Background: an optimization exercise with open tools, aiming at a short achievable clock period and few clock cycles per item. Do not read the settings as production practice. Function was checked by simulation only, so behaviour that the tests miss may differ from the original. Power figures rest on the tool's default switching activity, not on a simulated workload.

$ cat flow/run.sh
#!/bin/bash
# synth_recipe.tcl (not shown) runs the flow's synth.tcl, then flattens the netlist and writes it again
# the make line also repeats each setting of config.mk as NAME=value (left out here)
make -C /OpenROAD-flow-scripts/flow DESIGN_CONFIG=/design/flow/config.mk WORK_HOME=/design/flow/orfs CLKGATE_MAP_FILE= SYNTH_SCRIPT=/design/flow/synth_recipe.tcl finish
$ cat flow/constraint.sdc
create_clock -name core_clock -period 6.5 [get_ports {clk_i}]
set_input_delay 1.3000 -clock core_clock [delete_from_list [all_inputs] [get_ports {clk_i}]]
set_output_delay 1.3000 -clock core_clock [all_outputs]
set_load 0.01 [all_outputs]
$ cat flow/config.mk
export PLATFORM = sky130hd
export DESIGN_NAME = lru_recency_table_unit
export DESIGN_NICKNAME = lru_recency_table_unit
export VERILOG_FILES = /design/flow/design.v
export SDC_FILE = /design/flow/constraint.sdc
export NUM_CORES = 4
export LEC_CHECK = 0
export ABC_CLOCK_PERIOD_IN_PS = 2500
export CAP_MARGIN = 20
export CORE_MARGIN = 2
export CORE_UTILIZATION = 40
export SETUP_SLACK_MARGIN = 4.0
export SLEW_MARGIN = 20
export TNS_END_PERCENT = 100
$ cat flow/design.v
`timescale 1ns / 1ps
`default_nettype none
package lrt_pkg;
  localparam int unsigned KIND_W = 2;
  localparam int unsigned KEY_W  = 32;
  localparam int unsigned SLOT_W = 4;
  localparam logic [KIND_W-1:0] KIND_INSERT = 2'd0;
  localparam logic [KIND_W-1:0] KIND_FIND   = 2'd1;
  localparam logic [KIND_W-1:0] KIND_REMOVE = 2'd2;
  localparam logic [KIND_W-1:0] KIND_NOP    = 2'd3;
  localparam int unsigned QDEPTH = 5;
endpackage
`default_nettype wire
`timescale 1ns / 1ps
`default_nettype none
module lrt_cell #(
  parameter int unsigned KW = 32
) (
  input  wire logic          clk_i,
  input  wire logic          we_i,
  input  wire logic [KW-1:0] wkey_i,
  input  wire logic          used_i,
  input  wire logic [KW-1:0] cmp_key_i,
  output logic [KW-1:0]      key_o,
  output logic               match_o
);
  logic [KW-1:0] key_q;
  always_ff @(posedge clk_i) begin
    if (we_i) begin
      key_q <= wkey_i;
    end
  end
  assign key_o   = key_q;
  assign match_o = used_i && (key_q == cmp_key_i);
endmodule
`default_nettype wire
`timescale 1ns / 1ps
`default_nettype none
module lru_recency_table_unit #(
  parameter int unsigned ENTRIES  = 16,
  parameter int unsigned KEY_BITS = 32
) (
  input  wire logic                       clk_i,
  input  wire logic                       rst_ni,
  input  wire logic                       in_valid_i,
  output logic                            in_ready_o,
  input  wire logic [lrt_pkg::KIND_W-1:0] kind_i,
  input  wire logic [lrt_pkg::KEY_W-1:0]  key_i,
  output logic                            out_valid_o,
  input  wire logic                       out_ready_i,
  output logic                            hit_o,
  output logic [lrt_pkg::SLOT_W-1:0]      slot_o,
  output logic                            released_o,
  output logic [lrt_pkg::KEY_W-1:0]       released_key_o
);
  localparam int unsigned N  = ENTRIES;
  localparam int unsigned IW = $clog2(ENTRIES);
  localparam int unsigned KW = lrt_pkg::KEY_W;
  localparam int unsigned NP = N * (N - 1) / 2;
  localparam int unsigned D  = lrt_pkg::QDEPTH;
  localparam int unsigned CW = $clog2(D + 1);
  localparam int unsigned RW = 1 + lrt_pkg::SLOT_W + 1 + KW;
  function automatic integer pidx(input integer i, input integer j);
    pidx = i * N - (i * (i + 1)) / 2 + (j - i - 1);
  endfunction
  logic [CW-1:0] cnt_q, cnt_d;
  logic          busy_q;
  logic          in_xfer;
  logic          pop;
  logic [D-1:0]  qv_q;
  assign in_ready_o = !busy_q;
  assign in_xfer    = in_valid_i && !busy_q;
  assign pop        = qv_q[0] && out_ready_i;
  always_comb begin
    cnt_d = cnt_q;
    if (in_xfer && !pop) begin
      cnt_d = cnt_q + CW'(1);
    end else if (!in_xfer && pop) begin
      cnt_d = cnt_q - CW'(1);
    end
  end
  always_ff @(posedge clk_i or negedge rst_ni) begin
    if (!rst_ni) begin
      cnt_q  <= '0;
      busy_q <= 1'b0;
    end else begin
      cnt_q  <= cnt_d;
      busy_q <= (cnt_d >= CW'(D));
    end
  end
  logic [N-1:0]        used_q, used_d;
  logic [NP-1:0]       age_q, age_d;    
  logic [N-1:0]        top_q, top_d;    
  logic [N-2:0][IW-1:0] stk_q;           
  logic [N-2:0][IW-1:0] stk_d;
  logic [N:1]          nfree_q, nfree_d;  
  logic [KW-1:0]       cell_key [N];
  logic [N-1:0]        cell_match;
  logic [N-1:0]        key_we;
  logic                pw_v_q;
  logic [N-1:0]        pw_slot_q;
  logic [KW-1:0]       pw_key_q;
  logic                full;
  logic [N-1:0]        lru;
  logic [N-1:0]        vict;
  assign full   = !nfree_q[1];
  assign key_we = pw_slot_q & {N{pw_v_q}};
  always_comb begin
    for (int v = 0; v < N; v++) begin
      lru[v] = 1'b1;
      for (int j = 0; j < N; j++) begin
        if (j < v) begin
          lru[v] = lru[v] & age_q[pidx(j, v)];
        end else if (j > v) begin
          lru[v] = lru[v] & !age_q[pidx(v, j)];
        end
      end
    end
  end
  assign vict = full ? lru : top_q;
  logic                       va_q;
  logic [lrt_pkg::KIND_W-1:0] kind_a_q;
  logic [KW-1:0]              key_a_q;
  logic                       act_a;
  logic                       pw_eq;
  logic [N-1:0]               ma;
  always_ff @(posedge clk_i or negedge rst_ni) begin
    if (!rst_ni) begin
      va_q <= 1'b0;
    end else begin
      va_q <= in_xfer;
    end
  end
  always_ff @(posedge clk_i) begin
    kind_a_q <= kind_i;
    key_a_q  <= key_i;
  end
  for (genvar s = 0; s < N; s++) begin : g_slot
    lrt_cell #(
      .KW (KW)
    ) u_cell (
      .clk_i     (clk_i),
      .we_i      (key_we[s]),
      .wkey_i    (pw_key_q),
      .used_i    (used_q[s]),
      .cmp_key_i (key_a_q),
      .key_o     (cell_key[s]),
      .match_o   (cell_match[s])
    );
  end
  assign act_a = va_q && (kind_a_q != lrt_pkg::KIND_NOP);
  assign pw_eq = pw_v_q && (key_a_q == pw_key_q);
  assign ma    = ((cell_match & ~key_we) | (key_we & {N{pw_eq}})) & {N{act_a}};
  logic          vb_q, act_b_q, ins_b_q, find_b_q, rem_b_q;
  logic          eq_b_q, hr_q, mv_q;
  logic [KW-1:0] key_b_q;
  logic [N-1:0]  mb_q;
  always_ff @(posedge clk_i or negedge rst_ni) begin
    if (!rst_ni) begin
      vb_q     <= 1'b0;
      act_b_q  <= 1'b0;
      ins_b_q  <= 1'b0;
      find_b_q <= 1'b0;
      rem_b_q  <= 1'b0;
    end else begin
      vb_q     <= va_q;
      act_b_q  <= act_a;
      ins_b_q  <= va_q && (kind_a_q == lrt_pkg::KIND_INSERT);
      find_b_q <= va_q && (kind_a_q == lrt_pkg::KIND_FIND);
      rem_b_q  <= va_q && (kind_a_q == lrt_pkg::KIND_REMOVE);
    end
  end
  always_ff @(posedge clk_i) begin
    key_b_q <= key_a_q;
    eq_b_q  <= (key_a_q == key_b_q);
    mb_q    <= ma;
    hr_q    <= |ma;
    mv_q    <= |(ma & vict);
  end
  logic          fwd_ins_q, fwd_rem_q, fwd_ev_q;
  logic [N-1:0]  last_t_q;
  logic          fwd_eq;
  logic [N-1:0]  m;
  logic          hit;
  logic          ins_miss;
  logic          mtf_hit;
  logic          rem_hit;
  logic [N-1:0]  t;
  assign fwd_eq = (fwd_ins_q || fwd_rem_q) && eq_b_q;
  always_comb begin
    if (fwd_eq) begin
      m = last_t_q & {N{fwd_ins_q}};
    end else if (fwd_ev_q) begin
      m = mb_q & ~last_t_q;
    end else begin
      m = mb_q;
    end
    m = m & {N{act_b_q}};
  end
  assign hit      = act_b_q && (fwd_eq ? fwd_ins_q : (hr_q && !(fwd_ev_q && mv_q)));
  assign ins_miss = ins_b_q && !hit;
  assign mtf_hit  = (ins_b_q || find_b_q) && hit;
  assign rem_hit  = rem_b_q && hit;
  assign t        = ins_miss ? vict : m;
  logic [NP-1:0] age_v, age_m;
  always_comb begin
    for (int i = 0; i < N; i++) begin
      for (int j = i + 1; j < N; j++) begin
        if (vict[i]) begin
          age_v[pidx(i, j)] = 1'b1;
        end else if (vict[j]) begin
          age_v[pidx(i, j)] = 1'b0;
        end else begin
          age_v[pidx(i, j)] = age_q[pidx(i, j)];
        end
        if (m[i]) begin
          age_m[pidx(i, j)] = 1'b1;
        end else if (m[j]) begin
          age_m[pidx(i, j)] = 1'b0;
        end else begin
          age_m[pidx(i, j)] = age_q[pidx(i, j)];
        end
      end
    end
  end
  always_comb begin
    age_d = age_q;
    if (ins_miss) begin
      age_d = age_v;
    end else if (mtf_hit) begin
      age_d = age_m;
    end
  end
  logic [N-1:0] top_next;
  always_comb begin
    top_next = '0;
    for (int s = 0; s < N; s++) begin
      top_next[s] = (stk_q[0] == IW'(s));
    end
  end
  logic [IW-1:0] top_bin;
  always_comb begin
    top_bin = '0;
    for (int s = 0; s < N; s++) begin
      top_bin = top_bin | (IW'(s) & {IW{top_q[s]}});
    end
  end
  always_comb begin
    used_d  = used_q;
    top_d   = top_q;
    stk_d   = stk_q;
    nfree_d = nfree_q;
    if (ins_miss) begin
      used_d = used_q | vict;
      if (!full) begin
        top_d = top_next;
        for (int k = 0; k < N - 2; k++) begin
          stk_d[k] = stk_q[k+1];
        end
        nfree_d = {1'b0, nfree_q[N:2]};
      end
    end else if (rem_hit) begin
      used_d = used_q & ~m;
      top_d    = m;
      stk_d[0] = top_bin;
      for (int k = 1; k < N - 1; k++) begin
        stk_d[k] = stk_q[k-1];
      end
      nfree_d = {nfree_q[N-1:1], 1'b1};
    end
  end
  logic vc_q;
  always_ff @(posedge clk_i or negedge rst_ni) begin
    if (!rst_ni) begin
      used_q    <= '0;
      age_q     <= '1;
      top_q     <= N'(1);
      for (int k = 0; k < N - 1; k++) begin
        stk_q[k] <= IW'(k + 1);
      end
      nfree_q   <= '1;
      fwd_ins_q <= 1'b0;
      fwd_rem_q <= 1'b0;
      fwd_ev_q  <= 1'b0;
      pw_v_q    <= 1'b0;
      vc_q      <= 1'b0;
    end else begin
      used_q    <= used_d;
      age_q     <= age_d;
      top_q     <= top_d;
      stk_q     <= stk_d;
      nfree_q   <= nfree_d;
      fwd_ins_q <= ins_b_q;
      fwd_rem_q <= rem_b_q;
      fwd_ev_q  <= ins_miss && full;
      pw_v_q    <= ins_miss;
      vc_q      <= vb_q;
    end
  end
  logic          hit_c_q, ev_c_q, rh_c_q;
  logic [N-1:0]  t_c_q;
  logic [KW-1:0] key_c_q;
  always_ff @(posedge clk_i) begin
    last_t_q  <= t;
    pw_slot_q <= vict;
    pw_key_q  <= key_b_q;
    hit_c_q   <= hit;
    ev_c_q    <= ins_miss && full;
    rh_c_q    <= rem_hit;
    t_c_q     <= t;
    key_c_q   <= key_b_q;
  end
  logic [IW-1:0] slot_c;
  logic [KW-1:0] vkey;
  logic [RW-1:0] res_c;
  always_comb begin
    slot_c = '0;
    vkey   = '0;
    for (int s = 0; s < N; s++) begin
      slot_c = slot_c | (IW'(s) & {IW{t_c_q[s]}});
      vkey   = vkey | (cell_key[s] & {KW{t_c_q[s]}});
    end
  end
  assign res_c = {hit_c_q, lrt_pkg::SLOT_W'(slot_c), ev_c_q || rh_c_q,
                  ev_c_q ? vkey : (rh_c_q ? key_c_q : '0)};
  logic [RW-1:0] q_q  [D];
  logic [RW-1:0] q_d  [D];
  logic [D-1:0]  qv_d;
  logic          placed;
  always_comb begin
    for (int i = 0; i < D; i++) begin
      q_d[i] = q_q[i];
    end
    qv_d = qv_q;
    if (pop) begin
      for (int i = 0; i < D - 1; i++) begin
        q_d[i]  = q_q[i+1];
        qv_d[i] = qv_q[i+1];
      end
      qv_d[D-1] = 1'b0;
    end
    placed = 1'b0;
    for (int i = 0; i < D; i++) begin
      if (vc_q && !placed && !qv_d[i]) begin
        q_d[i]  = res_c;
        qv_d[i] = 1'b1;
        placed  = 1'b1;
      end
    end
  end
  always_ff @(posedge clk_i or negedge rst_ni) begin
    if (!rst_ni) begin
      qv_q <= '0;
    end else begin
      qv_q <= qv_d;
    end
  end
  always_ff @(posedge clk_i) begin
    for (int i = 0; i < D; i++) begin
      q_q[i] <= q_d[i];
    end
  end
  assign out_valid_o = qv_q[0];
  assign {hit_o, slot_o, released_o, released_key_o} = q_q[0];
endmodule
`default_nettype wire
==> results of run 1 <==
## synthesized netlist by cell type (23+ instances only)
| master | number | area (µm²) |
|---|---|---|
| a221oi_1 | 104 | 910.9 |
| a22o_1 | 102 | 893.4 |
| nor4_1 | 76 | 475.5 |
| a31oi_1 | 63 | 394.1 |
| nand3_1 | 63 | 315.3 |
| nand4_1 | 141 | 882.1 |
| dfxtp_1 | 152 | 3043 |
| o22ai_1 | 91 | 569.3 |
| inv_1 | 60 | 225.2 |
| edfxtp_1 | 702 | 21080 |
| and3_1 | 24 | 150.1 |
| o221ai_1 | 24 | 210.2 |
| a21o_1 | 23 | 172.7 |
| a21oi_1 | 180 | 900.9 |
| dfstp_2 | 169 | 4441 |
| clkbuf_1 | 157 | 589.3 |
| nand2_1 | 401 | 1505 |
| nor2_1 | 259 | 972.2 |
| xor2_1 | 157 | 1375 |
| nor3_1 | 30 | 150.1 |
| xnor2_1 | 421 | 3687 |
| buf_2 | 107 | 535.5 |
| a22oi_1 | 63 | 473.0 |
| a41o_1 | 25 | 250.2 |
| dfrtp_1 | 79 | 1977 |
| o21ai_0 | 153 | 765.7 |
## layout by cell type, fill, tap and decap left out, drive strengths merged, types with 64 or more instances in the layout
master,instances
nand4,141
xor2,157
xnor2,421
a22o,102
o21ai,172
nor2,262
dfrtp,79
nand2,405
clkbuf,172
edfxtp,702
a21oi,181
nor4,76
a221oi,104
o22ai,91
buf,229
a31oi,64
dfxtp,152
dfstp,169
## cells by family (layout without fill, tap and decap cells)
kind of cell	after synthesis	after routing	synth area share
mux	4	4	0.0009270
compound gates	899	901	0.1275
xor+xnor	578	578	0.1042
fa+ha+maj	2	2	0.0005150
flops	1102	1102	0.6286
buf+inv	355	546	0.03098
simple gates	1094	1102	0.1073
other cells	0	3	0
## per-stage QoR
step	utilization	hold WS, ns
2_1_floorplan	-	0.3258
3_3_place_gp	0.4260	0.3397
3_5_place_dp	0.4263	0.3470
4_1_cts	0.4691	0.3553
5_1_grt	0.4758	0.3585
6_report	0.4758	0.3528
## critical path: cells and delay by family, from the launching register on
kind	cells	cell delay, ns
and+or+nand+nor	5	1.25
xor gates and xnor gates	1	0.51
DFF	1	0.42
buffers and inverters	1	0.23
AOI/OAI and AO/OA	1	0.19
## report_power, final
part	switching (mW)	total, mW	leakage, nW	internal, mW
combinational	1.82	2.77	7.60	0.950
clock	2.97	7.09	2.02	4.13
sequential	0.537	9.12	10.5	8.58
total	5.32	19.0	20.1	13.7
## per-layer routing
metal  vias to the layer above  track usage  wire (µm)
met3                       640      0.08771      24100
met2                      2608       0.4418      81890
li1                      15190            -          -
met1                     18410       0.3897      71590
met5                         -            0         24
met4                         4       0.1968      16020
## final cells by class
cell class / count / share of cell area
inverters: 63 / 0.004700
diodes: 3 / 0.0001312
multi-input cells: 2587 / 0.3113
clock inverters: 46 / 0.009553
well taps: 1612 / 0.03524
flip-flops and latches: 1102 / 0.5347
clock buffers: 170 / 0.06213
repair buffers: 266 / 0.04208
repair inverters: 1 / 0.0001530
## final timing paths
path                              from            to  slack, ns  cells after the start
max reg2reg                key_a_q[11]          hr_q       3.81                      8
min in group asynchronous       rst_ni      top_q[8]       0.53                      1
min reg2reg                key_b_q[14]  pw_key_q[14]       0.35                      0
max in group asynchronous       rst_ni          vc_q       4.53                      3
max                        key_a_q[11]          hr_q       3.81                      8
min                        key_b_q[14]  pw_key_q[14]       0.35                      0
## sequential cells by signal, summed over array words and instances (netlist names), 32 cells and up
signal / flops
g_slot.u_cell.key_q: 512
key_a_q: 32
age_q: 120
pw_key_q: 32
key_b_q: 32
q_q: 190
stk_q: 60
## what timing repair did
item	4_1_cts	5_1_grt
pin swaps	18	21
setup buffers	31	31
setup endpoints to repair	615	413
gates resized for setup	350	95
cloned	6	6
==> impl_metrics.csv, run 1 <==
group,metric,value,unit
outcome,run_status,"complete, no violations",
route,drt-total-wl,193.6,mm
clock_tree,numClockSinks,1102,
die,die_y,352.5,µm
worst_setup_path,critPathLaunchType,"register",
logic_synthesis,syn_avg_cell_area,12.04,µm²
worst_setup_path,path_max_fanout,11,
layout,stdcell_area,0.05724,mm²
logic_synthesis,ys.flop_type,"edfxtp_1",
logic_synthesis,yosys_register_bits,1102,
sta,fin_crit_sh,0.4143,
route,routed_via_density,6.299,
clock_tree,cts_buffers,114,
placement,io_buffer_count,77,
worst_setup_path,critPathKind,"reg2reg",
power_and_ir_drop,p_total,18.98,mW
route,ant_nets,0,
die,ios,78,
worst_setup_path,worst_ep_required_time,7.19,ns
logic_synthesis,synth_edf_count,702,
clock_tree,path_clk_slew,0.07,ns
worst_setup_path,end_kind,"register",
logic_synthesis,synth.distinct_cells,75,
logic_synthesis,ys_seq_area_frac,0.6286,
run,maxCapViolCount,0,
route,route.detailed.drc,0,
sta,slew_headroom,0.3842,
clock_tree,cts_hold_buffers,0,
layout,seq_area,0.03061,mm²
worst_setup_path,crit_top_cell,"nand4_1",
sta,rsz0062_at_grt,"true",
logic_synthesis,synth_warnings,7,
die,die_x,352.5,µm
clock_tree,root_buffer,"clkbuf_16",
die,fp.coreArea,0.1203,mm²
route,vias,36850,
grt,globalRouteOverflowTotal,0,
layout,syn_to_final_growth,17.80,%
logic_synthesis,synthesis.area,0.04859,mm²
grt,antenna_found_initial,6,
grt,grt_pass1_vias,34890,
sta,finalHoldViolCount,0,
placement,routabilityCongestion,1.068,
die,start_util,0.4039,
logic_synthesis,async_flop_share,0.2250,
sta,layout_min_cycle_time,2.693,ns
die,num_rows,127,
worst_hold_path,hold_path.class,"reg2reg",
power_and_ir_drop,p_leak,20.14,nW
clock_tree,clk-insertion-delay-late,0.77,ns
grt,track_usage,0.3018,
logic_synthesis,synth_nets,4074,
placement,dpl_cell_area,0.05127,mm²
route,firstDrtPassIters,8,
layout,final_cells,5850,
placement,numPlacedInstances,5556,
sta,slew_violations,0,
sta,worst_pin_slew,0.9237,ns
placement,dp_hpwl,125.9,mm
layout,multi_input_area,0.01782,mm²
die,dieArea,0.1243,mm²
clock_tree,htree_levels,3,
clock_tree,cts_tree,"yes",
sta,setup_tns,0,ns
sta,worst_slack,3.807,ns
sta,setup_viol_count_final,0,
grt,grt_pass1_wl,268.3,mm
route,drt-initial-drc-count,5870,
layout,drive_gt1_frac,0.1939,
grt,grt_max_degree,183,
worst_setup_path,path_cells,"buf_4 > xnor2_1 > nand4_1 > nor3_2 > nand3_1 > o211ai_1 > nor4_1 > nand4_1",
power_and_ir_drop,vdd_drop_max,0.2309,mV
worst_setup_path,slowest_stage,"nor3_2",
worst_setup_path,critPathMaxStageDelay,0.59,ns
logic_synthesis,postSynthCellCount,4034,
clock_tree,ctsLongestPathBuffers,3,
sta,finClkSkew,0.03611,ns
sta,max_freq,371.3,MHz
placement,pre_cts_slack,2.012,ns
worst_setup_path,worstPathArrival,3.39,ns
power_and_ir_drop,power_density,331.6,mW/mm²
layout,fin_nets,4175,
route,wl_per_cell,33.10,µm
layout,n_fill_cell,10750,
Testbench counts, summed over its fixed seeds: cycles 12,040, items 12,000.
==> inputs of run 2 (changes only) <==
--- a/flow/design.v
+++ b/flow/design.v
@@ -67,10 +67,10 @@
   logic          busy_q;
   logic          in_xfer;
   logic          pop;
-  logic [D-1:0]  qv_q;
+  logic          hv_q;
   assign in_ready_o = !busy_q;
   assign in_xfer    = in_valid_i && !busy_q;
-  assign pop        = qv_q[0] && out_ready_i;
+  assign pop        = hv_q && out_ready_i;
   always_comb begin
     cnt_d = cnt_q;
     if (in_xfer && !pop) begin
@@ -323,44 +323,61 @@
   end
   assign res_c = {hit_c_q, lrt_pkg::SLOT_W'(slot_c), ev_c_q || rh_c_q,
                   ev_c_q ? vkey : (rh_c_q ? key_c_q : '0)};
-  logic [RW-1:0] q_q  [D];
-  logic [RW-1:0] q_d  [D];
-  logic [D-1:0]  qv_d;
-  logic          placed;
-  always_comb begin
+  logic [RW-1:0] mem_q [D];
+  logic [D-1:0]  wr_q, rd_q;            
+  logic [CW-1:0] nq_q;                  
+  logic          nq_any;
+  logic [RW-1:0] mem_rd;
+  logic          head_ld;
+  logic [RW-1:0] head_new;
+  logic [RW-1:0] head_b_q;
+  logic [RW-1:0] head_q;
+  logic          take;
+  always_ff @(posedge clk_i) begin
     for (int i = 0; i < D; i++) begin
-      q_d[i] = q_q[i];
-    end
-    qv_d = qv_q;
-    if (pop) begin
-      for (int i = 0; i < D - 1; i++) begin
-        q_d[i]  = q_q[i+1];
-        qv_d[i] = qv_q[i+1];
+      if (vc_q && wr_q[i]) begin
+        mem_q[i] <= res_c;
       end
-      qv_d[D-1] = 1'b0;
     end
-    placed = 1'b0;
+  end
+  always_comb begin
+    mem_rd = '0;
     for (int i = 0; i < D; i++) begin
-      if (vc_q && !placed && !qv_d[i]) begin
-        q_d[i]  = res_c;
-        qv_d[i] = 1'b1;
-        placed  = 1'b1;
-      end
+      mem_rd = mem_rd | (mem_q[i] & {RW{rd_q[i]}});
     end
   end
+  assign nq_any   = (nq_q != '0);
+  assign head_ld  = pop || !hv_q;
+  assign head_new = nq_any ? mem_rd : res_c;
+  assign take     = head_ld && (nq_any || vc_q);
   always_ff @(posedge clk_i or negedge rst_ni) begin
     if (!rst_ni) begin
-      qv_q <= '0;
+      hv_q <= 1'b0;
+      wr_q <= D'(1);
+      rd_q <= D'(1);
+      nq_q <= '0;
     end else begin
-      qv_q <= qv_d;
+      if (head_ld) begin
+        hv_q <= nq_any || vc_q;
+      end
+      if (vc_q) begin
+        wr_q <= {wr_q[D-2:0], wr_q[D-1]};
+      end
+      if (take) begin
+        rd_q <= {rd_q[D-2:0], rd_q[D-1]};
+      end
+      if (vc_q && !take) begin
+        nq_q <= nq_q + CW'(1);
+      end else if (!vc_q && take) begin
+        nq_q <= nq_q - CW'(1);
+      end
     end
   end
   always_ff @(posedge clk_i) begin
-    for (int i = 0; i < D; i++) begin
-      q_q[i] <= q_d[i];
-    end
+    head_q   <= head_ld ? head_new : head_b_q;
+    head_b_q <= head_ld ? head_new : head_q;
   end
-  assign out_valid_o = qv_q[0];
-  assign {hit_o, slot_o, released_o, released_key_o} = q_q[0];
+  assign out_valid_o = hv_q;
+  assign {hit_o, slot_o, released_o, released_key_o} = head_q;
 endmodule
 `default_nettype wire
--- a/flow/config.mk
+++ b/flow/config.mk
@@ -8,7 +8,7 @@
 export ABC_CLOCK_PERIOD_IN_PS = 2500
 export CAP_MARGIN = 20
 export CORE_MARGIN = 2
-export CORE_UTILIZATION = 40
-export SETUP_SLACK_MARGIN = 4.0
+export CORE_UTILIZATION = 60
+export SETUP_SLACK_MARGIN = 4.3
 export SLEW_MARGIN = 20
 export TNS_END_PERCENT = 100
==> impl_metrics.csv, run 2 <==
group,metric,value,unit
grt,globalRouteOverflowTotal,0,
sta,worst_pin_slew,1.136,ns
outcome,run_status,"complete, no violations",
grt,antenna_found_initial,17,
die,num_rows,106,
worst_setup_path,critPathKind,"reg2reg",
logic_synthesis,synthesis.area,0.05053,mm²
worst_setup_path,rr_worst_depth,8,
worst_hold_path,hp-start,"key_b_q[2]",
worst_setup_path,crit_family,"simple AND/OR/NAND/NOR gates",
sta,finClkSkew,0.02952,ns
placement,pre_cts_slack,2.488,ns
clock_tree,path_clk_slew,0.06,ns
sta,max_freq,377.9,MHz
power_and_ir_drop,p_int,14.23,mW
die,fp.coreArea,0.08356,mm²
power_and_ir_drop,clkPwrFrac,0.359,
logic_synthesis,ys_top_cells_by_count,"702 x edfxtp_1, 447 x nand2_1, 320 x xnor2_1",
sta,setup_viol_count_final,0,
route,drt-total-wl,214.0,mm
clock_tree,clk-insertion-delay-late,0.74,ns
clock_tree,cts_tree,"yes",
route,route.detailed.drc,0,
die,die_y,294.2,µm
worst_setup_path,crit_buf_inv,1,
sta,slew_violations,0,
route,drt-initial-drc-count,7609,
layout,largest_reg_flops,512,
worst_hold_path,min_to,"pw_key_q[2]",
route,routed_via_density,7.439,
die,dieArea,0.08655,mm²
worst_setup_path,critPathMaxStageDelay,0.61,ns
grt,track_usage,0.4750,
grt,grt_max_degree,168,
placement,routabilityCongestion,1.075,
die,die_x,294.2,µm
sta,finalHoldViolCount,0,
clock_tree,htree_levels,3,
clock_tree,root_buffer,"clkbuf_16",
power_and_ir_drop,pwr-share-seq,0.479,
die,ios,78,
placement,io_buffer_count,77,
logic_synthesis,yosys.area.top_type,"edfxtp_1",
worst_setup_path,crit_top_cell,"nand4_1",
route,ant_nets,0,
worst_setup_path,path_cells,"buf_12 > xnor2_1 > nand4_1 > or4_1 > nand2b_1 > o22ai_1 > nor4_1 > nand4_1",
power_and_ir_drop,switchingPower,5.620,mW
layout,fin_util,0.7580,
sta,worst_hold_slack,0.3507,ns
worst_setup_path,path_max_fanout,19,
layout,syn_to_final_growth,25.35,%
logic_synthesis,synth_edf_count,702,
layout,regMostFlops,"g_slot.u_cell.key_q",
sta,setup_tns,0,ns
logic_synthesis,synth.top_cell.area_share,0.4172,
logic_synthesis,synth.distinct_cells,77,
worst_setup_path,critPathLaunchType,"register",
logic_synthesis,synth_warnings,5,
route,wl_per_cell,38.60,µm
worst_setup_path,end_kind,"register",
power_and_ir_drop,swShare,0.2832,
worst_hold_path,hold_path.class,"reg2reg",
clock_tree,ctsLongestPathBuffers,3,
worst_setup_path,worstReg2RegEnd,"mv_q",
logic_synthesis,async_flop_share,0.2165,
clock_tree,cts_buffers,119,
layout,reg.largest.list,"g_slot.u_cell.key_q (512), mem_q (190), age_q (120)",
layout,final_cell_mix,"702 x edfxtp_1, 403 x nand2_1, 280 x xnor2_1",
power_and_ir_drop,power_density,313.4,mW/mm²
sta,slew_headroom,0.2424,
die,start_util,0.6047,
logic_synthesis,synthTopCellsByArea,"edfxtp_1 42%, dfxtp_1 9.0%, dfstp_2 8.9%",
worst_setup_path,worstPathArrival,3.30,ns
power_and_ir_drop,p_comb_frac,0.162,
clock_tree,cts_hold_buffers,0,
worst_hold_path,whs_path_depth,0,
worst_setup_path,slowest_stage,"or4_1",
sta,rsz0062_at_grt,"true",
route,vias,41230,
layout,fin_nets,4389,
worst_setup_path,rr_startpoint,"key_a_q[18]",
sta,fin_crit_sh,0.4071,
worst_setup_path,rrSetupSlack,3.85,ns
power_and_ir_drop,vdd_drop_max,0.3876,mV
clock_tree,numClockSinks,1187,
route,firstDrtPassIters,7,
sta,layout_min_cycle_time,2.646,ns
run,maxCapViolCount,0,
logic_synthesis,ys_seq_area_frac,0.6391,
logic_synthesis,ys.flop_type,"edfxtp_1",
logic_synthesis,syn_avg_cell_area,12.47,µm²
logic_synthesis,yosysMostFrequentCell,"edfxtp_1",
logic_synthesis,synth_nets,4094,
logic_synthesis,postSynthCellCount,4053,
power_and_ir_drop,p_leak,22.71,nW
grt,grt_pass1_vias,37750,
worst_setup_path,worst_ep_required_time,7.15,ns
placement,dp_hpwl,130.9,mm
logic_synthesis,yosys_register_bits,1187,
layout,drive_gt1_frac,0.2936,
grt,grt_pass1_wl,287.3,mm
sta,worst_slack,3.854,ns
layout,mostFrequentLayoutCell,"edfxtp_1",
-- run 2: changes by cell type in the layout (fill, tap and decap cells not counted), moves of 38 or more --
cell,change
buf_12,+44
nor2_1,-106
xor2_1,+84
o21ai_0,-72
a21oi_1,-98
a222oi_1,+38
o21ai_1,+56
a22oi_1,+38
xnor2_1,-108
buf_4,+104
-- run 2: how the worst max path moves through the flow --
stage                 from    endpoint  cells after the start
2_1_floorplan  out_ready_i     nq_q[2]                      5
3_5_place_dp     fwd_ins_q   top_q[15]                      7
6_report       key_a_q[18]        mv_q                      8
4_1_cts             busy_q  in_ready_o                      2
3_3_place_gp     fwd_ins_q    stk_q[3]                      7
5_1_grt             busy_q  in_ready_o                      2
-- run 2: through the flow --
step                instance area, µm²  total power [mW]  std cells
finish                           63330             19.85       5543
CTS                              60620             19.34       5405
detailed placement               52450             11.92       5032
global placement                 52420             11.83       5032
global route                     63320             20.25       5536
floorplan                        50560             10.67       4053
-- run 2: logic make-up (layout without fill, tap and decap cells) --
logic type,after synthesis,after routing,share of synthesized area
DFF,1187,1187,0.6391
adders and majority gates,3,3,0.0008914
and+or+nand+nor,1033,1044,0.09940
buffers and inverters,327,712,0.02739
other,0,8,0
xor gates and xnor gates,577,577,0.1000
muxes,11,11,0.002452
AOI/OAI and AO/OA,915,921,0.1308
-- run 2: per-layer routing --
layer	global-route usage	up-vias	share of wire
li1	-	15920	-
met1	0.6182	20140	0.34
met2	0.6459	4141	0.40
met3	0.2270	1001	0.18
met4	0.2704	34	0.079
met5	0.01645	-	0.0021
-- run 2: what timing repair did --
action | CTS | global route
resized for setup | 768 | 313
setup endpoints to repair | 769 | 373
pin swaps | 83 | 142
setup buffers | 124 | 110
cloned | 21 | 20
-- run 2: worst reg2reg max path: cells and delay by family, from the launching register on --
family	cells	cell delay [ns]
flip-flops	1	0.32
buffers and inverters	1	0.17
AND/OR/NAND/NOR	5	1.41
XOR/XNOR	1	0.49
AO/OA/AOI/OAI	1	0.20
-- run 2: final cells by class --
class                   count  area [µm²]
diodes                      8       20.02
clock buffers             172        3616
clock inverters            56       451.7
fillers                  5171       20220
inverters                  28       151.4
multi-input cells        2556       20040
flip-flops and latches   1187       32460
well taps                1080        1351
repair buffers            454        5224
repair inverters            2       13.76
-- run 2: power by group through the flow --
stage	clock (mW)	sequential, mW	combinational, mW
4_1_cts	7.07	9.45	2.82
2_1_floorplan	0	9.29	1.38
5_1_grt	7.38	9.54	3.33
6_report	7.12	9.51	3.22
3_3_place_gp	0	9.51	2.32
3_5_place_dp	0	9.53	2.39
Testbench counts of run 2, summed over its fixed seeds: cycles 12,040, items 12,000.
==> inputs of run 3 (changes only) <==
--- a/flow/design.v
+++ b/flow/design.v
@@ -89,11 +89,11 @@
     end
   end
   logic [N-1:0]        used_q, used_d;
-  logic [NP-1:0]       age_q, age_d;    
+  logic [NP-1:0]       old_q, old_d;    
   logic [N-1:0]        top_q, top_d;    
   logic [N-2:0][IW-1:0] stk_q;           
   logic [N-2:0][IW-1:0] stk_d;
-  logic [N:1]          nfree_q, nfree_d;  
+  logic [N:1]          nused_q, nused_d;  
   logic [KW-1:0]       cell_key [N];
   logic [N-1:0]        cell_match;
   logic [N-1:0]        key_we;
@@ -103,16 +103,16 @@
   logic                full;
   logic [N-1:0]        lru;
   logic [N-1:0]        vict;
-  assign full   = !nfree_q[1];
+  assign full   = nused_q[N];
   assign key_we = pw_slot_q & {N{pw_v_q}};
   always_comb begin
     for (int v = 0; v < N; v++) begin
       lru[v] = 1'b1;
       for (int j = 0; j < N; j++) begin
         if (j < v) begin
-          lru[v] = lru[v] & age_q[pidx(j, v)];
+          lru[v] = lru[v] & !old_q[pidx(j, v)];
         end else if (j > v) begin
-          lru[v] = lru[v] & !age_q[pidx(v, j)];
+          lru[v] = lru[v] & old_q[pidx(v, j)];
         end
       end
     end
@@ -121,20 +121,13 @@
   logic                       va_q;
   logic [lrt_pkg::KIND_W-1:0] kind_a_q;
   logic [KW-1:0]              key_a_q;
-  logic                       act_a;
   logic                       pw_eq;
-  logic [N-1:0]               ma;
-  always_ff @(posedge clk_i or negedge rst_ni) begin
-    if (!rst_ni) begin
-      va_q <= 1'b0;
-    end else begin
-      va_q <= in_xfer;
-    end
-  end
-  always_ff @(posedge clk_i) begin
-    kind_a_q <= kind_i;
-    key_a_q  <= key_i;
-  end
+  logic [N-1:0]               mi;
+  logic [N-1:0]               mi_q;
+  logic [N-1:0]               kw_q;
+  logic                       pweq_q;
+  logic                       eq2_q;
+  logic [KW-1:0]              key_b_q;
   for (genvar s = 0; s < N; s++) begin : g_slot
     lrt_cell #(
       .KW (KW)
@@ -143,18 +136,55 @@
       .we_i      (key_we[s]),
       .wkey_i    (pw_key_q),
       .used_i    (used_q[s]),
-      .cmp_key_i (key_a_q),
+      .cmp_key_i (key_i),
       .key_o     (cell_key[s]),
       .match_o   (cell_match[s])
     );
   end
-  assign act_a = va_q && (kind_a_q != lrt_pkg::KIND_NOP);
-  assign pw_eq = pw_v_q && (key_a_q == pw_key_q);
-  assign ma    = ((cell_match & ~key_we) | (key_we & {N{pw_eq}})) & {N{act_a}};
+  assign pw_eq = pw_v_q && (key_i == pw_key_q);
+  always_ff @(posedge clk_i or negedge rst_ni) begin
+    if (!rst_ni) begin
+      va_q <= 1'b0;
+    end else begin
+      va_q <= in_xfer;
+    end
+  end
+  always_ff @(posedge clk_i) begin
+    kind_a_q <= kind_i;
+    key_a_q  <= key_i;
+    mi_q     <= cell_match;
+    kw_q     <= key_we;
+    pweq_q   <= pw_eq;
+    eq2_q    <= (key_i == key_b_q);
+  end
+  logic          fwd_ins_q, fwd_rem_q, fwd_ev_q;
+  logic [N-1:0]  last_t_q;
+  logic          act_a;
+  logic          fwd2_eq;
+  logic [N-1:0]  ma;
+  logic          eq_ab;
+  logic          fwd1_eq;
+  logic          hr, mv;
   logic          vb_q, act_b_q, ins_b_q, find_b_q, rem_b_q;
-  logic          eq_b_q, hr_q, mv_q;
-  logic [KW-1:0] key_b_q;
+  logic          eq_b_q, h0_q, h1_q;
   logic [N-1:0]  mb_q;
+  assign act_a   = va_q && (kind_a_q != lrt_pkg::KIND_NOP);
+  assign mi      = (mi_q & ~kw_q) | (kw_q & {N{pweq_q}});
+  assign fwd2_eq = (fwd_ins_q || fwd_rem_q) && eq2_q;
+  always_comb begin
+    if (fwd2_eq) begin
+      ma = last_t_q & {N{fwd_ins_q}};
+    end else if (fwd_ev_q) begin
+      ma = mi & ~last_t_q;
+    end else begin
+      ma = mi;
+    end
+    ma = ma & {N{act_a}};
+  end
+  assign eq_ab   = (key_a_q == key_b_q);
+  assign fwd1_eq = (ins_b_q || rem_b_q) && eq_ab;
+  assign hr      = |ma;
+  assign mv      = |(ma & vict);
   always_ff @(posedge clk_i or negedge rst_ni) begin
     if (!rst_ni) begin
       vb_q     <= 1'b0;
@@ -172,13 +202,11 @@
   end
   always_ff @(posedge clk_i) begin
     key_b_q <= key_a_q;
-    eq_b_q  <= (key_a_q == key_b_q);
+    eq_b_q  <= eq_ab;
     mb_q    <= ma;
-    hr_q    <= |ma;
-    mv_q    <= |(ma & vict);
+    h0_q    <= act_a && (fwd1_eq ? ins_b_q : hr);
+    h1_q    <= act_a && (fwd1_eq ? ins_b_q : (hr && !mv));
   end
-  logic          fwd_ins_q, fwd_rem_q, fwd_ev_q;
-  logic [N-1:0]  last_t_q;
   logic          fwd_eq;
   logic [N-1:0]  m;
   logic          hit;
@@ -197,7 +225,7 @@
     end
     m = m & {N{act_b_q}};
   end
-  assign hit      = act_b_q && (fwd_eq ? fwd_ins_q : (hr_q && !(fwd_ev_q && mv_q)));
+  assign hit      = fwd_ev_q ? h1_q : h0_q;
   assign ins_miss = ins_b_q && !hit;
   assign mtf_hit  = (ins_b_q || find_b_q) && hit;
   assign rem_hit  = rem_b_q && hit;
@@ -207,28 +235,28 @@
     for (int i = 0; i < N; i++) begin
       for (int j = i + 1; j < N; j++) begin
         if (vict[i]) begin
-          age_v[pidx(i, j)] = 1'b1;
-        end else if (vict[j]) begin
           age_v[pidx(i, j)] = 1'b0;
+        end else if (vict[j]) begin
+          age_v[pidx(i, j)] = 1'b1;
         end else begin
-          age_v[pidx(i, j)] = age_q[pidx(i, j)];
+          age_v[pidx(i, j)] = old_q[pidx(i, j)];
         end
         if (m[i]) begin
-          age_m[pidx(i, j)] = 1'b1;
-        end else if (m[j]) begin
           age_m[pidx(i, j)] = 1'b0;
+        end else if (m[j]) begin
+          age_m[pidx(i, j)] = 1'b1;
         end else begin
-          age_m[pidx(i, j)] = age_q[pidx(i, j)];
+          age_m[pidx(i, j)] = old_q[pidx(i, j)];
         end
       end
     end
   end
   always_comb begin
-    age_d = age_q;
+    old_d = old_q;
     if (ins_miss) begin
-      age_d = age_v;
+      old_d = age_v;
     end else if (mtf_hit) begin
-      age_d = age_m;
+      old_d = age_m;
     end
   end
   logic [N-1:0] top_next;
@@ -249,7 +277,7 @@
     used_d  = used_q;
     top_d   = top_q;
     stk_d   = stk_q;
-    nfree_d = nfree_q;
+    nused_d = nused_q;
     if (ins_miss) begin
       used_d = used_q | vict;
       if (!full) begin
@@ -257,7 +285,7 @@
         for (int k = 0; k < N - 2; k++) begin
           stk_d[k] = stk_q[k+1];
         end
-        nfree_d = {1'b0, nfree_q[N:2]};
+        nused_d = {nused_q[N-1:1], 1'b1};
       end
     end else if (rem_hit) begin
       used_d = used_q & ~m;
@@ -266,19 +294,19 @@
       for (int k = 1; k < N - 1; k++) begin
         stk_d[k] = stk_q[k-1];
       end
-      nfree_d = {nfree_q[N-1:1], 1'b1};
+      nused_d = {1'b0, nused_q[N:2]};
     end
   end
   logic vc_q;
   always_ff @(posedge clk_i or negedge rst_ni) begin
     if (!rst_ni) begin
       used_q    <= '0;
-      age_q     <= '1;
+      old_q     <= '0;
       top_q     <= N'(1);
       for (int k = 0; k < N - 1; k++) begin
         stk_q[k] <= IW'(k + 1);
       end
-      nfree_q   <= '1;
+      nused_q   <= '0;
       fwd_ins_q <= 1'b0;
       fwd_rem_q <= 1'b0;
       fwd_ev_q  <= 1'b0;
@@ -286,10 +314,10 @@
       vc_q      <= 1'b0;
     end else begin
       used_q    <= used_d;
-      age_q     <= age_d;
+      old_q     <= old_d;
       top_q     <= top_d;
       stk_q     <= stk_d;
-      nfree_q   <= nfree_d;
+      nused_q   <= nused_d;
       fwd_ins_q <= ins_b_q;
       fwd_rem_q <= rem_b_q;
       fwd_ev_q  <= ins_miss && full;
@@ -298,6 +326,7 @@
     end
   end
   logic          hit_c_q, ev_c_q, rh_c_q;
+  logic [KW-1:0] vkey;
   logic [N-1:0]  t_c_q;
   logic [KW-1:0] key_c_q;
   always_ff @(posedge clk_i) begin
@@ -311,7 +340,6 @@
     key_c_q   <= key_b_q;
   end
   logic [IW-1:0] slot_c;
-  logic [KW-1:0] vkey;
   logic [RW-1:0] res_c;
   always_comb begin
     slot_c = '0;
==> impl_metrics.csv, run 3 <==
group,metric,value,unit
outcome,run_status,"complete, no violations",
sta,slew_headroom,0.1969,
die,num_rows,107,
die,fp.coreArea,0.08555,mm²
grt,grt_pass1_wl,318.9,mm
logic_synthesis,synth_nets,4105,
sta,setup_tns,0,ns
layout,final_cell_mix,"702 x edfxtp_1, 288 x xnor2_1, 263 x buf_4",
layout,fin_nets,4500,
grt,grt_max_degree,180,
worst_setup_path,path_max_fanout,10,
layout,multi_input_area,0.02317,mm²
logic_synthesis,postSynthCellCount,4064,
layout,mostFrequentLayoutCell,"edfxtp_1",
sta,slew_violations,0,
layout,regMostFlops,"g_slot.u_cell.key_q",
power_and_ir_drop,power_density,313.8,mW/mm²
die,die_y,298.5,µm
route,route.detailed.drc,0,
clock_tree,htree_levels,3,
power_and_ir_drop,p_int,15.07,mW
layout,syn_to_final_growth,32.31,%
route,drt-initial-drc-count,8601,
layout,seq_area,0.03293,mm²
power_and_ir_drop,p_total,21.60,mW
logic_synthesis,ys_seq_area_frac,0.6305,
sta,finClkSkew,0.02797,ns
logic_synthesis,yosys_register_bits,1221,
power_and_ir_drop,pwr-share-seq,0.460,
logic_synthesis,synth.distinct_cells,86,
power_and_ir_drop,vdd_drop_max,0.4024,mV
sta,finalHoldViolCount,0,
worst_setup_path,end_kind,"register",
sta,max_freq,371.5,MHz
route,routed_via_density,7.759,
die,die_x,298.5,µm
clock_tree,root_buffer,"clkbuf_16",
sta,layout_min_cycle_time,2.692,ns
logic_synthesis,ys_top_cells_by_count,"702 x edfxtp_1, 429 x xnor2_1, 262 x dfxtp_1",
worst_setup_path,critPathKind,"in2reg",
die,start_util,0.6081,
die,dieArea,0.08908,mm²
clock_tree,cts_tree,"yes",
power_and_ir_drop,swShare,0.3022,
route,wl_per_cell,42.75,µm
sta,setup_viol_count_final,0,
die,ios,78,
worst_setup_path,worst_ep_required_time,7.09,ns
logic_synthesis,async_flop_share,0.2105,
route,firstDrtPassIters,10,
placement,dp_hpwl,137.6,mm
grt,grt_pass1_vias,40520,
logic_synthesis,synthesis.area,0.05202,mm²
worst_setup_path,worstPathArrival,3.29,ns
logic_synthesis,yosysMostFrequentCell,"edfxtp_1",
layout,reg.largest.list,"g_slot.u_cell.key_q (512), mem_q (190), old_q (120)",
sta,worst_slack,3.808,ns
power_and_ir_drop,p_comb_frac,0.191,
clock_tree,cts_buffers,120,
grt,antenna_found_initial,23,
sta,fin_crit_sh,0.4141,
placement,routabilityCongestion,1.115,
grt,track_usage,0.5136,
power_and_ir_drop,p_leak,24.87,nW
sta,rsz0062_at_grt,"true",
route,vias,44390,
power_and_ir_drop,clkPwrFrac,0.349,
sta,worst_pin_slew,1.201,ns
clock_tree,path_clk_slew,0.07,ns
clock_tree,clk-insertion-delay-late,0.74,ns
layout,drive_gt1_frac,0.3313,
logic_synthesis,synth_edf_count,702,
layout,largest_reg_flops,512,
logic_synthesis,ys.flop_type,"edfxtp_1",
logic_synthesis,synth.top_cell.area_share,0.4052,
logic_synthesis,syn_avg_cell_area,12.80,µm²
power_and_ir_drop,switchingPower,6.527,mW
grt,globalRouteOverflowTotal,0,
logic_synthesis,synthTopCellsByArea,"edfxtp_1 41%, dfrtp_1 11%, dfxtp_1 10%",
layout,n_fill_cell,4462,
worst_hold_path,hold_path.class,"reg2reg",
run,maxCapViolCount,0,
placement,io_buffer_count,77,
route,ant_nets,0,
route,drt-total-wl,244.6,mm
clock_tree,numClockSinks,1221,
logic_synthesis,yosys.area.top_type,"edfxtp_1",
worst_setup_path,critPathLaunchType,"primary input",
placement,pre_cts_slack,1.735,ns
clock_tree,ctsLongestPathBuffers,3,
logic_synthesis,synth_warnings,5,
==> run 3: worst paths after layout <==
kind	slack [ns]	cells after the start	to	start
setup / recovery	3.81	7	mi_q[15]	key_i[0]
setup reg to reg	3.94	7	h1_q	key_b_q[1]
min in group asynchronous	0.56	1	cnt_q[1]	rst_ni
hold / removal	0.35	0	vc_q	vb_q
max in group asynchronous	4.88	2	stk_q[51]	rst_ni
hold reg to reg	0.35	0	vc_q	vb_q
==> run 3: repair_timing <==
action                                   CTS  global route
endpoints found under the hold margin      0             0
endpoints found under the setup margin   552           495
pin swaps                                235           204
hold buffers                               0             0
setup buffers                            230            78
cloned                                    40            22
gates resized for setup                 1136           369
==> run 3: stage by stage <==
step | utilization | cells | hold slack, ns | cell area [µm²]
floorplan | - | 4064 | 0.3312 | 53160
global placement | 0.6333 | 5111 | 0.3321 | 54180
detailed placement | 0.6335 | 5111 | 0.3347 | 54190
CTS | 0.7686 | 5608 | 0.3456 | 65750
global route | 0.8043 | 5709 | 0.3526 | 68800
finish | 0.8046 | 5721 | 0.3512 | 68830
==> run 3: layer usage <==
layer | part of all wire | routed length (µm) | GRT usage | vias to the layer above
met3 | 0.19 | 47190 | 0.2755 | 1465
met2 | 0.39 | 95750 | 0.7056 | 4911
met5 | 0.0022 | 545 | 0 | -
met1 | 0.32 | 79440 | 0.6485 | 21670
li1 | - | - | - | 16320
met4 | 0.088 | 21630 | 0.2834 | 30
==> run 3: logic make-up after synthesis <==
kind of cell | synth area share
compound gates | 0.1272
mux | 0.01655
simple gates | 0.09615
buf+inv | 0.02609
flops | 0.6305
fa+ha+maj | 0.0008657
xor+xnor | 0.1027
==> run 3: worst max-delay path, cell delays in order <==
cell	delay [ns]
buf_2	0.23
buf_12	0.21
xnor2_1	0.13
nand4_1	0.42
nor4_4	0.47
nand4_1	0.22
nor4_4	0.28
==> run 3: cell type report <==
type,count,area share
antenna,13,0.0004726
clock buffer,169,0.04997
clock inverter,58,0.01109
inverter,29,0.002109
multi-input combinational,2536,0.3367
sequential,1221,0.4783
tap,1144,0.02079
timing repair buffer,547,0.09965
timing repair inverter,4,0.0009270
==> run 3: power groups by stage <==
stage               Clock (mW)  Sequential, mW  Combinational (mW)
CTS                       7.42            9.80                3.51
finish                    7.54            9.94                4.12
detailed placement           0            9.86                2.76
global placement             0            9.81                2.66
global route              7.76            9.95                4.21
floorplan                    0            9.58                1.71
Testbench counts of run 3, summed over its fixed seeds: cycles 12,040, items 12,000.
==> inputs of run 4 (changes only) <==
--- a/flow/config.mk
+++ b/flow/config.mk
@@ -9,6 +9,6 @@
 export CAP_MARGIN = 20
 export CORE_MARGIN = 2
 export CORE_UTILIZATION = 60
-export SETUP_SLACK_MARGIN = 4.3
+export SETUP_SLACK_MARGIN = 4.6
 export SLEW_MARGIN = 20
 export TNS_END_PERCENT = 100
==> impl_metrics.csv, run 4 <==
group,metric,value,unit
logic_synthesis,postSynthCellCount,4064,
clock_tree,htree_levels,3,
die,die_x,298.5,µm
logic_synthesis,synth.distinct_cells,86,
logic_synthesis,synthTopCellsByArea,"edfxtp_1 41%, dfrtp_1 11%, dfxtp_1 10%",
clock_tree,cts_buffers,121,
logic_synthesis,ys_seq_area_frac,0.6305,
outcome,firstError,"[ERROR GRT-0232] Routing congestion too high. Check the congestion heatmap in the GUI.",
die,num_rows,107,
logic_synthesis,synth_edf_count,702,
clock_tree,ctsLongestPathBuffers,3,
logic_synthesis,synth_nets,4105,
die,die_y,298.5,µm
logic_synthesis,synthesis.area,0.05202,mm²
logic_synthesis,yosysMostFrequentCell,"edfxtp_1",
logic_synthesis,synth.top_cell.area_share,0.4052,
clock_tree,root_buffer,"clkbuf_16",
die,start_util,0.6081,
outcome,run_status,"aborted with a tool error",
placement,dp_hpwl,143.3,mm
placement,routabilityCongestion,1.121,
die,ios,78,
clock_tree,numClockSinks,1221,
grt,track_usage,0.7412,
grt,grt_max_degree,138,
logic_synthesis,ys_top_cells_by_count,"702 x edfxtp_1, 429 x xnor2_1, 262 x dfxtp_1",
grt,globalRouteOverflowTotal,75,
outcome,stop_stage,"global routing (5_1_grt)",
logic_synthesis,async_flop_share,0.2105,
logic_synthesis,synth_warnings,5,
logic_synthesis,yosys.area.top_type,"edfxtp_1",
placement,io_buffer_count,77,
logic_synthesis,ys.flop_type,"edfxtp_1",
logic_synthesis,yosys_register_bits,1221,
logic_synthesis,syn_avg_cell_area,12.80,µm²
==> run 4: logic make-up after synthesis <==
family | synth area share
flip-flops | 0.6305
buffers and inverters | 0.02609
multiplexers | 0.01655
XOR/XNOR | 0.1027
AO/OA/AOI/OAI | 0.1272
AND/OR/NAND/NOR | 0.09615
adder cells (fa/ha/maj) | 0.0008657
==> run 4: worst max-delay path by stage <==
| stage | cells after the start | slack (ns) | end |
|---|---|---|---|
| 2_1_floorplan | 6 | 4.00 | nq_q[2] |
| 3_3_place_gp | 7 | 2.24 | mi_q[2] |
| 3_5_place_dp | 7 | 2.20 | mi_q[2] |
| 4_1_cts | 2 | 3.81 | in_ready_o |
==> run 4: repair_timing <==
item | 4_1_cts
gates cloned | 90
pin swaps | 438
gates resized for setup | 1716
endpoints found under the hold margin | 0
hold buffers | 0
setup endpoints to repair | 1336
setup buffers | 439
==> run 4: power by group through the flow <==
stage	Combinational, mW	Sequential (mW)	Clock [mW]
floorplan	1.80	9.58	0
global placement	2.69	9.79	0
detailed placement	2.81	9.84	0
CTS	4.25	9.78	7.28
==> run 4: routing by layer <==
layer / GRT overflow / global-route usage
met1: 0 / 0.7545
met2: 35 / 0.8700
met3: 0 / 0.6375
met4: 40 / 0.6710
met5: 0 / 0.4312
==> run 4: through the flow <==
step	std cells	setup slack (ns)	hold WS, ns	cell area, µm²	util
floorplan	4064	4.001	0.3312	54050	-
global placement	5127	2.240	0.3366	54860	0.6413
CTS	5886	3.806	0.3652	71530	0.8361
detailed placement	5127	2.198	0.3373	54870	0.6414
==> inputs of run 5 (changes only) <==
--- a/flow/design.v
+++ b/flow/design.v
@@ -8,21 +8,22 @@
   localparam logic [KIND_W-1:0] KIND_FIND   = 2'd1;
   localparam logic [KIND_W-1:0] KIND_REMOVE = 2'd2;
   localparam logic [KIND_W-1:0] KIND_NOP    = 2'd3;
-  localparam int unsigned QDEPTH = 5;
+  localparam int unsigned QDEPTH = 6;
 endpackage
 `default_nettype wire
 `timescale 1ns / 1ps
 `default_nettype none
 module lrt_cell #(
-  parameter int unsigned KW = 32
+  parameter int unsigned KW = 32,
+  parameter int unsigned GW = 8
 ) (
-  input  wire logic          clk_i,
-  input  wire logic          we_i,
-  input  wire logic [KW-1:0] wkey_i,
-  input  wire logic          used_i,
-  input  wire logic [KW-1:0] cmp_key_i,
-  output logic [KW-1:0]      key_o,
-  output logic               match_o
+  input  wire logic             clk_i,
+  input  wire logic             we_i,
+  input  wire logic [KW-1:0]    wkey_i,
+  input  wire logic             used_i,
+  input  wire logic [KW-1:0]    cmp_key_i,
+  output logic [KW-1:0]         key_o,
+  output logic [KW/GW-1:0]      match_o
 );
   logic [KW-1:0] key_q;
   always_ff @(posedge clk_i) begin
@@ -30,8 +31,13 @@
       key_q <= wkey_i;
     end
   end
-  assign key_o   = key_q;
-  assign match_o = used_i && (key_q == cmp_key_i);
+  always_comb begin
+    for (int g = 0; g < KW / GW; g++) begin
+      match_o[g] = (key_q[g*GW +: GW] == cmp_key_i[g*GW +: GW]);
+    end
+    match_o[0] = match_o[0] && used_i;
+  end
+  assign key_o = key_q;
 endmodule
 `default_nettype wire
 `timescale 1ns / 1ps
@@ -94,8 +100,10 @@
   logic [N-2:0][IW-1:0] stk_q;           
   logic [N-2:0][IW-1:0] stk_d;
   logic [N:1]          nused_q, nused_d;  
+  localparam int unsigned GW = 8;
+  localparam int unsigned NG = KW / GW;
   logic [KW-1:0]       cell_key [N];
-  logic [N-1:0]        cell_match;
+  logic [NG-1:0]       cell_match [N];
   logic [N-1:0]        key_we;
   logic                pw_v_q;
   logic [N-1:0]        pw_slot_q;
@@ -118,19 +126,20 @@
     end
   end
   assign vict = full ? lru : top_q;
-  logic                       va_q;
-  logic [lrt_pkg::KIND_W-1:0] kind_a_q;
-  logic [KW-1:0]              key_a_q;
-  logic                       pw_eq;
-  logic [N-1:0]               mi;
-  logic [N-1:0]               mi_q;
+  logic          fwd_ins_q, fwd_rem_q, fwd_ev_q;
+  logic [N-1:0]  last_t_q;
+  logic                       vp_q;
+  logic [lrt_pkg::KIND_W-1:0] kind_p_q;
+  logic [KW-1:0]              key_p_q;
+  logic [NG-1:0]              pi_q [N];
+  logic [NG-1:0]              pwp_q;
+  logic [NG-1:0]              e3p_q;
   logic [N-1:0]               kw_q;
-  logic                       pweq_q;
-  logic                       eq2_q;
   logic [KW-1:0]              key_b_q;
   for (genvar s = 0; s < N; s++) begin : g_slot
     lrt_cell #(
-      .KW (KW)
+      .KW (KW),
+      .GW (GW)
     ) u_cell (
       .clk_i     (clk_i),
       .we_i      (key_we[s]),
@@ -141,24 +150,63 @@
       .match_o   (cell_match[s])
     );
   end
-  assign pw_eq = pw_v_q && (key_i == pw_key_q);
+  always_ff @(posedge clk_i or negedge rst_ni) begin
+    if (!rst_ni) begin
+      vp_q <= 1'b0;
+    end else begin
+      vp_q <= in_xfer;
+    end
+  end
+  always_ff @(posedge clk_i) begin
+    kind_p_q <= kind_i;
+    key_p_q  <= key_i;
+    for (int s = 0; s < N; s++) begin
+      pi_q[s] <= cell_match[s];
+    end
+    for (int g = 0; g < NG; g++) begin
+      pwp_q[g] <= (key_i[g*GW +: GW] == pw_key_q[g*GW +: GW]);
+      e3p_q[g] <= (key_i[g*GW +: GW] == key_b_q[g*GW +: GW]);
+    end
+    kw_q <= key_we;
+  end
+  logic                       va_q;
+  logic [lrt_pkg::KIND_W-1:0] kind_a_q;
+  logic [KW-1:0]              key_a_q;
+  logic [N-1:0]               mi;
+  logic [N-1:0]               mp;
+  logic                       pw_eq;
+  logic                       fwd3_eq;
+  logic [N-1:0]               mp_q;
+  logic                       eq2_q;
+  assign pw_eq = &pwp_q;
+  always_comb begin
+    for (int s = 0; s < N; s++) begin
+      mi[s] = kw_q[s] ? pw_eq : &pi_q[s];
+    end
+  end
+  assign fwd3_eq = (fwd_ins_q || fwd_rem_q) && (&e3p_q);
+  always_comb begin
+    if (fwd3_eq) begin
+      mp = last_t_q & {N{fwd_ins_q}};
+    end else if (fwd_ev_q) begin
+      mp = mi & ~last_t_q;
+    end else begin
+      mp = mi;
+    end
+  end
   always_ff @(posedge clk_i or negedge rst_ni) begin
     if (!rst_ni) begin
       va_q <= 1'b0;
     end else begin
-      va_q <= in_xfer;
+      va_q <= vp_q;
     end
   end
   always_ff @(posedge clk_i) begin
-    kind_a_q <= kind_i;
-    key_a_q  <= key_i;
-    mi_q     <= cell_match;
-    kw_q     <= key_we;
-    pweq_q   <= pw_eq;
-    eq2_q    <= (key_i == key_b_q);
+    kind_a_q <= kind_p_q;
+    key_a_q  <= key_p_q;
+    mp_q     <= mp;
+    eq2_q    <= (key_p_q == key_b_q);
   end
-  logic          fwd_ins_q, fwd_rem_q, fwd_ev_q;
-  logic [N-1:0]  last_t_q;
   logic          act_a;
   logic          fwd2_eq;
   logic [N-1:0]  ma;
@@ -169,15 +217,14 @@
   logic          eq_b_q, h0_q, h1_q;
   logic [N-1:0]  mb_q;
   assign act_a   = va_q && (kind_a_q != lrt_pkg::KIND_NOP);
-  assign mi      = (mi_q & ~kw_q) | (kw_q & {N{pweq_q}});
   assign fwd2_eq = (fwd_ins_q || fwd_rem_q) && eq2_q;
   always_comb begin
     if (fwd2_eq) begin
       ma = last_t_q & {N{fwd_ins_q}};
     end else if (fwd_ev_q) begin
-      ma = mi & ~last_t_q;
+      ma = mp_q & ~last_t_q;
     end else begin
-      ma = mi;
+      ma = mp_q;
     end
     ma = ma & {N{act_a}};
   end
--- a/flow/config.mk
+++ b/flow/config.mk
@@ -9,6 +9,8 @@
 export CAP_MARGIN = 20
 export CORE_MARGIN = 2
 export CORE_UTILIZATION = 60
-export SETUP_SLACK_MARGIN = 4.6
+export CTS_CLUSTER_DIAMETER = 80
+export CTS_CLUSTER_SIZE = 20
+export SETUP_SLACK_MARGIN = 4.3
 export SLEW_MARGIN = 20
 export TNS_END_PERCENT = 100
==> impl_metrics.csv, run 5 <==
group,metric,value,unit
layout,fin_nets,4589,
logic_synthesis,synthesis.area,0.05602,mm²
die,die_x,309.6,µm
route,drt-total-wl,183.6,mm
sta,finalHoldViolCount,0,
layout,fin_util,0.7042,
clock_tree,ctsLongestPathBuffers,3,
power_and_ir_drop,p_int,13.42,mW
die,ios,78,
placement,routabilityCongestion,0.9271,
worst_hold_path,hold_path.class,"reg2reg",
worst_setup_path,worst_ep_required_time,5.20,ns
logic_synthesis,synthTopCellsByArea,"edfxtp_1 40%, dfxtp_1 13%, dfrtp_1 10%",
logic_synthesis,synth.distinct_cells,76,
route,routed_via_density,6.800,
worst_setup_path,slowest_stage,"dfrtp_2",
route,ant_nets,0,
clock_tree,cts_buffers,78,
worst_setup_path,worstPathArrival,1.23,ns
logic_synthesis,synth.top_cell.area_share,0.3967,
grt,globalRouteOverflowTotal,0,
worst_setup_path,rr_startpoint,"old_q[76]",
layout,largest_reg_flops,512,
clock_tree,path_clk_slew,0.08,ns
worst_setup_path,crit_start,"hv_q",
sta,rsz0062_at_grt,"true",
die,dieArea,0.09582,mm²
grt,antenna_found_initial,8,
die,die_y,309.6,µm
sta,slew_violations,0,
sta,setup_viol_count_final,0,
clock_tree,numClockSinks,1367,
logic_synthesis,synth_warnings,8,
grt,grt_pass1_wl,260.7,mm
sta,finClkSkew,0.03006,ns
placement,dp_hpwl,109.9,mm
logic_synthesis,ys_top_cells_by_count,"740 x edfxtp_1, 512 x xnor2_1, 367 x dfxtp_1",
sta,worst_pin_slew,1.082,ns
sta,fin_crit_sh,0.3890,
route,vias,39900,
outcome,run_status,"complete, no violations",
clock_tree,root_buffer,"clkbuf_16",
route,route.detailed.drc,0,
layout,regMostFlops,"g_slot.u_cell.key_q",
worst_setup_path,critPathLaunchType,"register",
logic_synthesis,async_flop_share,0.1902,
logic_synthesis,synth_edf_count,740,
logic_synthesis,ys_seq_area_frac,0.6448,
logic_synthesis,postSynthCellCount,4351,
worst_setup_path,path_cells,"buf_6",
worst_setup_path,crit_family,"flip-flops",
clock_tree,cts_tree,"yes",
layout,final_cell_mix,"740 x edfxtp_1, 508 x xnor2_1, 305 x dfxtp_1",
grt,grt_max_degree,144,
layout,multi_input_area,0.02061,mm²
placement,io_buffer_count,77,
worst_setup_path,critPathKind,"reg2out",
die,num_rows,112,
sta,layout_min_cycle_time,2.529,ns
worst_hold_path,hp-start,"kind_p_q[0]",
layout,syn_to_final_growth,16.79,%
power_and_ir_drop,pwr-share-seq,0.572,
layout,n_fill_cell,6529,
logic_synthesis,yosysMostFrequentCell,"edfxtp_1",
logic_synthesis,yosys.area.top_type,"edfxtp_1",
power_and_ir_drop,clkPwrFrac,0.282,
run,maxCapViolCount,0,
worst_setup_path,critPathMaxStageDelay,0.42,ns
power_and_ir_drop,vdd_drop_max,0.2190,mV
route,drt-initial-drc-count,5810,
clock_tree,clk-insertion-delay-late,0.70,ns
die,fp.coreArea,0.09291,mm²
sta,slew_headroom,0.2790,
layout,seq_area,0.03624,mm²
layout,reg.largest.list,"g_slot.u_cell.key_q (512), mem_q (228), old_q (120)",
grt,track_usage,0.3754,
logic_synthesis,ys.flop_type,"edfxtp_1",
grt,grt_pass1_vias,37500,
sta,max_freq,395.4,MHz
logic_synthesis,yosys_register_bits,1367,
sta,setup_tns,0,ns
worst_setup_path,crit_buf_inv,1,
route,firstDrtPassIters,6,
layout,drive_gt1_frac,0.1994,
worst_setup_path,end_kind,"output port",
power_and_ir_drop,p_comb_frac,0.146,
clock_tree,htree_levels,3,
worst_setup_path,path_max_fanout,2,
logic_synthesis,syn_avg_cell_area,12.87,µm²
power_and_ir_drop,power_density,281.5,mW/mm²
die,start_util,0.6029,
layout,mostFrequentLayoutCell,"edfxtp_1",
power_and_ir_drop,swShare,0.2711,
logic_synthesis,synth_nets,4392,
power_and_ir_drop,switchingPower,4.992,mW
route,wl_per_cell,31.29,µm
power_and_ir_drop,p_leak,22.48,nW
==> run 5: path summary, 6_finish.rpt <==
kind | to | slack [ns] | cells after the start
max | out_valid_o | 3.97 | 1
min | kind_a_q[0] | 0.33 | 0
min reg2reg | kind_a_q[0] | 0.33 | 0
min in group asynchronous | nq_q[0] | 0.53 | 1
max in group asynchronous | nused_q[16] | 4.64 | 2
max reg2reg | old_q[91] | 4.09 | 7
==> run 5: through the flow <==
stage / worst slack (ns) / area (µm²) / std cells / hold slack (ns) / total power [mW]
4_1_cts: 3.931 / 63590 / 5790 / 0.3341 / 18.19
5_1_grt: 3.936 / 65420 / 5867 / 0.3402 / 18.98
3_5_place_dp: 2.607 / 58300 / 5513 / 0.3146 / 12.77
6_report: 3.971 / 65420 / 5868 / 0.3316 / 18.42
3_3_place_gp: 2.682 / 58270 / 5513 / 0.3123 / 12.73
2_1_floorplan: 4.022 / 56360 / 4351 / 0.3096 / 11.79
==> run 5: power by group through the flow <==
stage          Sequential, mW  Clock, mW  Combinational, mW
4_1_cts                  10.5       5.22               2.49
6_report                 10.5       5.20               2.69
3_5_place_dp             10.6          0               2.19
2_1_floorplan            10.4          0               1.40
3_3_place_gp             10.6          0               2.14
5_1_grt                  10.6       5.52               2.89
==> run 5: layout make-up <==
class | count | share of cell area
flip-flops and latches | 1367 | 0.5540
multi-input cells | 2653 | 0.3150
repair buffers | 417 | 0.06971
clock buffers | 138 | 0.03393
well taps | 1254 | 0.02398
inverters | 29 | 0.002123
clock inverters | 7 | 0.0008989
repair inverters | 2 | 0.0003060
diodes | 1 | 0.00003825
==> run 5: per-layer routing <==
metal | vias up | GRT usage | part of all wire
li1 | 16750 | - | -
met1 | 20010 | 0.5414 | 0.40
met2 | 2606 | 0.5583 | 0.44
met3 | 531 | 0.08163 | 0.11
met4 | 8 | 0.1479 | 0.048
met5 | - | 0 | 0.00026
==> run 5: timing repair <==
item / in CTS / in global routing
setup endpoints to repair: 558 / 347
pin swaps: 83 / 97
gates cloned: 21 / 9
gates resized for setup: 584 / 246
setup buffers: 111 / 68
hold buffers: 0 / 0
==> run 5: kinds of logic (layout without fill, tap and decap cells) <==
logic type	count (synthesis)	count (layout)	synth area share
fa+ha+maj	3	3	0.0008040
xor+xnor	645	645	0.1008
buf+inv	338	593	0.02461
compound gates	960	960	0.1299
other cells	0	1	0
flops	1367	1367	0.6448
mux	68	68	0.01253
simple gates	970	977	0.08657
Testbench counts of run 5, summed over its fixed seeds: cycles 12,048, items 12,000.

## separate check: timing with driven ports
The flow's constraints put no driver on any port. The routed layouts listed below were extracted and timed again, unchanged, in two steps.
Step 1 (the two cells are an assumption about what drives the block):
set clk [get_ports {clk_i}]
set_driving_cell -lib_cell sky130_fd_sc_hd__clkbuf_16 $clk
set_driving_cell -lib_cell sky130_fd_sc_hd__buf_2 [delete_from_list [all_inputs] $clk]
Step 2 times the ports against the registers' clock, not the clock port: input delays grow and output delays shrink by t, the midpoint of the rising clock arrivals with the driver on.
Three values: no drivers, after step 1, after step 2; two values: the first two.
run | t (ns) | setup slack, ns | cell pins on the clock port's net
run 1 | 0.835 | 3.807 / 3.746 / 3.317 | 1
run 2 | 0.789 | 3.854 / 3.854 / 3.734 | 1
run 3 | 0.798 | 3.808 / 3.850 / 3.064 | 1
run 5 | 0.762 | 3.971 / 3.894 / 3.561 | 1
After both steps every run listed still meets setup and hold. The setup slack of run 3, which loses most, moves by +0.042 ns with the drivers and by -0.744 ns with both steps.
